From an optimization exercise on the open Yosys and OpenROAD flow, aimed at small area and a short achievable clock period; shortcuts taken in it are not production practice.
Only simulation tests tie the RTL to the original design; equivalence was not proved.
Power and IR drop assume default switching activity.

==> module lane_fifo, before the edit <==
module lane_fifo (
   input  logic        px_clk,
   input  logic [31:0] wr_sel,      
   input  logic [39:0] wr_word,
   input  logic [31:0] rd_next,     
   input  logic        rd_coll,     
   output logic [39:0] rd_word      
);
   logic [39:0] wr_word_q;          
   logic [39:0] mem [32];           
   logic [39:0] rd_mux;
   always_ff @(posedge px_clk) begin
      wr_word_q <= wr_word;
   end
   for (genvar e = 0; e < 32; e++) begin : g_ent
      always_ff @(posedge px_clk) begin
         if (wr_sel[e]) begin
            mem[e] <= wr_word_q;
         end
      end
   end
   always_comb begin
      rd_mux = '0;
      for (int e = 0; e < 32; e++) begin
         rd_mux = rd_mux | (mem[e] & {40{rd_next[e]}});
      end
   end
   always_ff @(posedge px_clk) begin
      rd_word <= rd_coll ? wr_word_q : rd_mux;
   end
endmodule
==> module gearbox_sequencer, before the edit <==
module gearbox_sequencer #(
   parameter int WR_START = 16              
) (
   input  logic        px_clk,
   input  logic        px_rst_n,
   input  logic        rst_next_n,          
   input  logic        word_valid,
   input  logic        rd_enable,
   output logic [31:0] wr_sel,              
   output logic [31:0] rd_next,             
   output logic        rd_coll,             
   output logic [7:0]  seq_oh,              
   output logic [2:0]  rd_seq
);
   logic       seq6_next;                   
   logic       rd_step;                     
   logic [4:0] rd_next_bin;                 
   logic [4:0] rd_next_bin_d;
   logic [4:0] wr_addr_d;
   logic       wr_en;
   logic [4:0] wr_addr;
   assign wr_addr_d = wr_addr + 5'(wr_en);
   always_ff @(posedge px_clk or negedge px_rst_n) begin
      if (!px_rst_n) begin
         wr_en   <= 1'b0;
         wr_addr <= 5'(WR_START);
      end else begin
         wr_en   <= word_valid;
         wr_addr <= wr_addr_d;
      end
   end
   always_ff @(posedge px_clk or negedge px_rst_n) begin
      if (!px_rst_n) begin
         wr_sel <= '0;
      end else begin
         for (int e = 0; e < 32; e++) begin
            wr_sel[e] <= word_valid && (wr_addr_d == 5'(e));
         end
      end
   end
   always_ff @(posedge px_clk or negedge px_rst_n) begin
      if (!px_rst_n) begin
         rd_seq <= '0;
         seq_oh <= 8'd1;
      end else if (rd_enable) begin
         rd_seq <= rd_seq + 3'd1;
         seq_oh <= {seq_oh[6:0], seq_oh[7]};
      end
   end
   assign seq6_next = rd_enable ? seq_oh[5] : seq_oh[6];
   assign rd_step   = !seq6_next;
   assign rd_next_bin_d = !rst_next_n ? 5'd0 :
                          !px_rst_n   ? 5'd1 :
                                        rd_next_bin + 5'(rd_step);
   always_ff @(posedge px_clk) begin
      if (!rst_next_n) begin
         rd_next <= 32'd1;
      end else if (!px_rst_n) begin
         rd_next <= 32'd2;
      end else if (rd_step) begin
         rd_next <= {rd_next[30:0], rd_next[31]};
      end
      rd_next_bin <= rd_next_bin_d;
   end
   logic same_ptr, wr_one_ahead, rd_one_ahead, ptr_match;
   assign same_ptr     = (wr_addr == rd_next_bin);
   assign wr_one_ahead = (wr_addr == rd_next_bin + 5'd1);
   assign rd_one_ahead = (wr_addr + 5'd1 == rd_next_bin);
   assign ptr_match    = (wr_en == rd_step) ? same_ptr :
                         wr_en              ? rd_one_ahead : wr_one_ahead;
   always_ff @(posedge px_clk or negedge px_rst_n) begin
      if (!px_rst_n) begin
         rd_coll <= 1'b0;
      end else begin
         rd_coll <= word_valid && ptr_match;
      end
   end
endmodule
==> module px_deser_top, before the edit <==
module px_deser_top #(
   parameter px_deser_pkg::pixel_t CLK_PATTERN = 7'b1100011,
   parameter int                   WR_START    = 16,
   parameter int                   GOOD_COUNT  = 8
) (
   input  logic                    px_clk,
   input  logic                    locked_and_idlyrdy,    
   input  logic                    rx_ready,              
   input  logic [40:0]             rx_words,              
   output logic [34:0]             px_out,                
   output logic [2:0]              px_rd_seq,
   output logic                    px_ready
);
   localparam int NUM_LANES = px_deser_pkg::NUM_DATA_LANES + 1;
   localparam int DEPTH     = 2 ** px_deser_pkg::FIFO_AW;
   localparam int LW        = px_deser_pkg::LANE_BITS;
   localparam int WW        = NUM_LANES * LW;                 
   logic                px_rst_n;
   logic                rd_enable;
   logic [DEPTH-1:0]    wr_sel;         
   logic [DEPTH-1:0]    rd_next;        
   logic                rd_coll;
   logic                rst_next_n;
   logic [7:0]          seq_oh;         
   logic [WW-1:0]       wr_word_q;
   logic [WW-1:0]       mem [DEPTH];
   logic [WW-1:0]       rd_word;
   logic [NUM_LANES*7-1:0] rd_last;     
   logic [6:0]          lane_px [NUM_LANES];
   logic [6:0]          clk_px;
   px_align_ctrl #(
      .CLK_PATTERN        (CLK_PATTERN),
      .GOOD_COUNT         (GOOD_COUNT)
   ) i_align_ctrl (
      .px_clk             (px_clk),
      .locked_and_idlyrdy (locked_and_idlyrdy),
      .rx_ready           (rx_ready),
      .clk_px             (clk_px),
      .px_rst_n           (px_rst_n),
      .rst_next_n         (rst_next_n),
      .rd_enable          (rd_enable),
      .px_ready           (px_ready)
   );
   gearbox_sequencer #(
      .WR_START           (WR_START)
   ) i_sequencer (
      .px_clk             (px_clk),
      .px_rst_n           (px_rst_n),
      .rst_next_n         (rst_next_n),
      .word_valid         (rx_words[40]),
      .rd_enable          (rd_enable),
      .wr_sel             (wr_sel),
      .rd_next            (rd_next),
      .rd_coll            (rd_coll),
      .seq_oh             (seq_oh),
      .rd_seq             (px_rd_seq)
   );
   lane_fifo i_fifo (
      .px_clk   (px_clk),
      .wr_sel   (wr_sel),
      .wr_word  ({rx_words[39:32], rx_words[31:0]}),
      .rd_next  (rd_next),
      .rd_coll  (rd_coll),
      .rd_word  (rd_word)
   );
   for (genvar g = 0; g < NUM_LANES; g++) begin : g_lane
      localparam int WB = (g == 0) ? 32 : 8 * (g - 1);
      gearbox_8to7 i_gearbox (
         .px_clk   (px_clk),
         .px_rst_n (px_rst_n),
         .rd_word  (rd_word[WB +: 8]),
         .seq_oh   (seq_oh),
         .px       (lane_px[g])
      );
   end
   assign clk_px = lane_px[0];
   assign px_out = {lane_px[0], lane_px[4], lane_px[3], lane_px[2], lane_px[1]};
endmodule
clock: 4.0 ns
lec_check: 0
abc_clock_period_in_ps: 1500
cap_margin: 5
core_margin: 2
core_utilization: 60
cts_cluster_diameter: 100
cts_cluster_size: 25
setup_slack_margin: 2.0
slew_margin: 5
run.sh (not shown) runs the stock make flow with config.mk's settings and CLKGATE_MAP_FILE= SYNTH_SCRIPT=/design/flow/synth_recipe.tcl, a recipe that flattens the netlist after the stock synthesis.
Rerun with:
--- a/flow/design.v
+++ b/flow/design.v
@@ -19,10 +19,11 @@
    } px_out_s;
 endpackage
 module lane_fifo (
    input  logic        px_clk,
-   input  logic [31:0] wr_sel,      
+   input  logic        wr_en,       
    input  logic [39:0] wr_word,
+   input  logic [4:0]  wr_addr,
    input  logic [31:0] rd_next,     
    input  logic        rd_coll,     
    output logic [39:0] rd_word      
 );
@@ -33,9 +34,9 @@
       wr_word_q <= wr_word;
    end
    for (genvar e = 0; e < 32; e++) begin : g_ent
       always_ff @(posedge px_clk) begin
-         if (wr_sel[e]) begin
+         if (wr_en && wr_addr == 5'(e)) begin
             mem[e] <= wr_word_q;
          end
       end
    end
@@ -56,9 +57,10 @@
    input  logic        px_rst_n,
    input  logic        rst_next_n,          
    input  logic        word_valid,
    input  logic        rd_enable,
-   output logic [31:0] wr_sel,              
+   output logic        wr_en,
+   output logic [4:0]  wr_addr,
    output logic [31:0] rd_next,             
    output logic        rd_coll,             
    output logic [7:0]  seq_oh,              
    output logic [2:0]  rd_seq
@@ -67,10 +69,8 @@
    logic       rd_step;                     
    logic [4:0] rd_next_bin;                 
    logic [4:0] rd_next_bin_d;
    logic [4:0] wr_addr_d;
-   logic       wr_en;
-   logic [4:0] wr_addr;
    assign wr_addr_d = wr_addr + 5'(wr_en);
    always_ff @(posedge px_clk or negedge px_rst_n) begin
       if (!px_rst_n) begin
          wr_en   <= 1'b0;
@@ -81,17 +81,8 @@
       end
    end
    always_ff @(posedge px_clk or negedge px_rst_n) begin
       if (!px_rst_n) begin
-         wr_sel <= '0;
-      end else begin
-         for (int e = 0; e < 32; e++) begin
-            wr_sel[e] <= word_valid && (wr_addr_d == 5'(e));
-         end
-      end
-   end
-   always_ff @(posedge px_clk or negedge px_rst_n) begin
-      if (!px_rst_n) begin
          rd_seq <= '0;
          seq_oh <= 8'd1;
       end else if (rd_enable) begin
          rd_seq <= rd_seq + 3'd1;
@@ -112,19 +103,13 @@
          rd_next <= {rd_next[30:0], rd_next[31]};
       end
       rd_next_bin <= rd_next_bin_d;
    end
-   logic same_ptr, wr_one_ahead, rd_one_ahead, ptr_match;
-   assign same_ptr     = (wr_addr == rd_next_bin);
-   assign wr_one_ahead = (wr_addr == rd_next_bin + 5'd1);
-   assign rd_one_ahead = (wr_addr + 5'd1 == rd_next_bin);
-   assign ptr_match    = (wr_en == rd_step) ? same_ptr :
-                         wr_en              ? rd_one_ahead : wr_one_ahead;
    always_ff @(posedge px_clk or negedge px_rst_n) begin
       if (!px_rst_n) begin
          rd_coll <= 1'b0;
       end else begin
-         rd_coll <= word_valid && ptr_match;
+         rd_coll <= word_valid && (wr_addr_d == rd_next_bin_d);
       end
    end
 endmodule
 module gearbox_8to7 (
@@ -260,9 +245,10 @@
    localparam int LW        = px_deser_pkg::LANE_BITS;
    localparam int WW        = NUM_LANES * LW;                 
    logic                px_rst_n;
    logic                rd_enable;
-   logic [DEPTH-1:0]    wr_sel;         
+   logic                wr_en;
+   logic [4:0]          wr_addr;
    logic [DEPTH-1:0]    rd_next;        
    logic                rd_coll;
    logic                rst_next_n;
    logic [7:0]          seq_oh;         
@@ -292,18 +278,20 @@
       .px_rst_n           (px_rst_n),
       .rst_next_n         (rst_next_n),
       .word_valid         (rx_words[40]),
       .rd_enable          (rd_enable),
-      .wr_sel             (wr_sel),
+      .wr_en              (wr_en),
+      .wr_addr            (wr_addr),
       .rd_next            (rd_next),
       .rd_coll            (rd_coll),
       .seq_oh             (seq_oh),
       .rd_seq             (px_rd_seq)
    );
    lane_fifo i_fifo (
       .px_clk   (px_clk),
-      .wr_sel   (wr_sel),
+      .wr_en    (wr_en),
       .wr_word  ({rx_words[39:32], rx_words[31:0]}),
+      .wr_addr  (wr_addr),
       .rd_next  (rd_next),
       .rd_coll  (rd_coll),
       .rd_word  (rd_word)
    );
What happened: The changed run completed without violations; via count drops by 1.4%; routed wire length is about the same; sequential cell count drops by 32; critical path depth is unchanged; worst hold slack gets worse by 140 ps; die area drops by 0.86%; area after synthesis drops by 0.88%; final cell count is about the same; utilization climbs by 2.1 points; total power drops by 3.1%; non-clock buffer count climbs by 69.

## separate check: timing with driven ports
No port has a modelled driver above. Below, the same layouts with a new extraction and two added sets of constraints.
Step 1: set_driving_cell puts a clkbuf_16 on px_clk and a buf_2 on each other input, an assumption about the parent block.
Step 2, shift: input delay + t, output delay - t, t = (earliest + latest rising clock arrival at the registers) / 2. This alone moves slack from input paths to output paths.
a / b / c = ideal / step 1 / step 2; a / b = the first two.
| run | t (ns) | slack for setup (ns) | worst data-port slew with drivers (ns) |
|---|---|---|---|
| the first run | 0.726 | 1.956 / 1.908 / 1.630 | 0.05 |
| the second run | 0.730 | 1.932 / 1.906 / 1.932 | 0.07 |
After both steps every run listed still meets setup and hold. The setup slack of the first run, which loses most, moves by -0.048 ns with the drivers and by -0.326 ns with both steps.
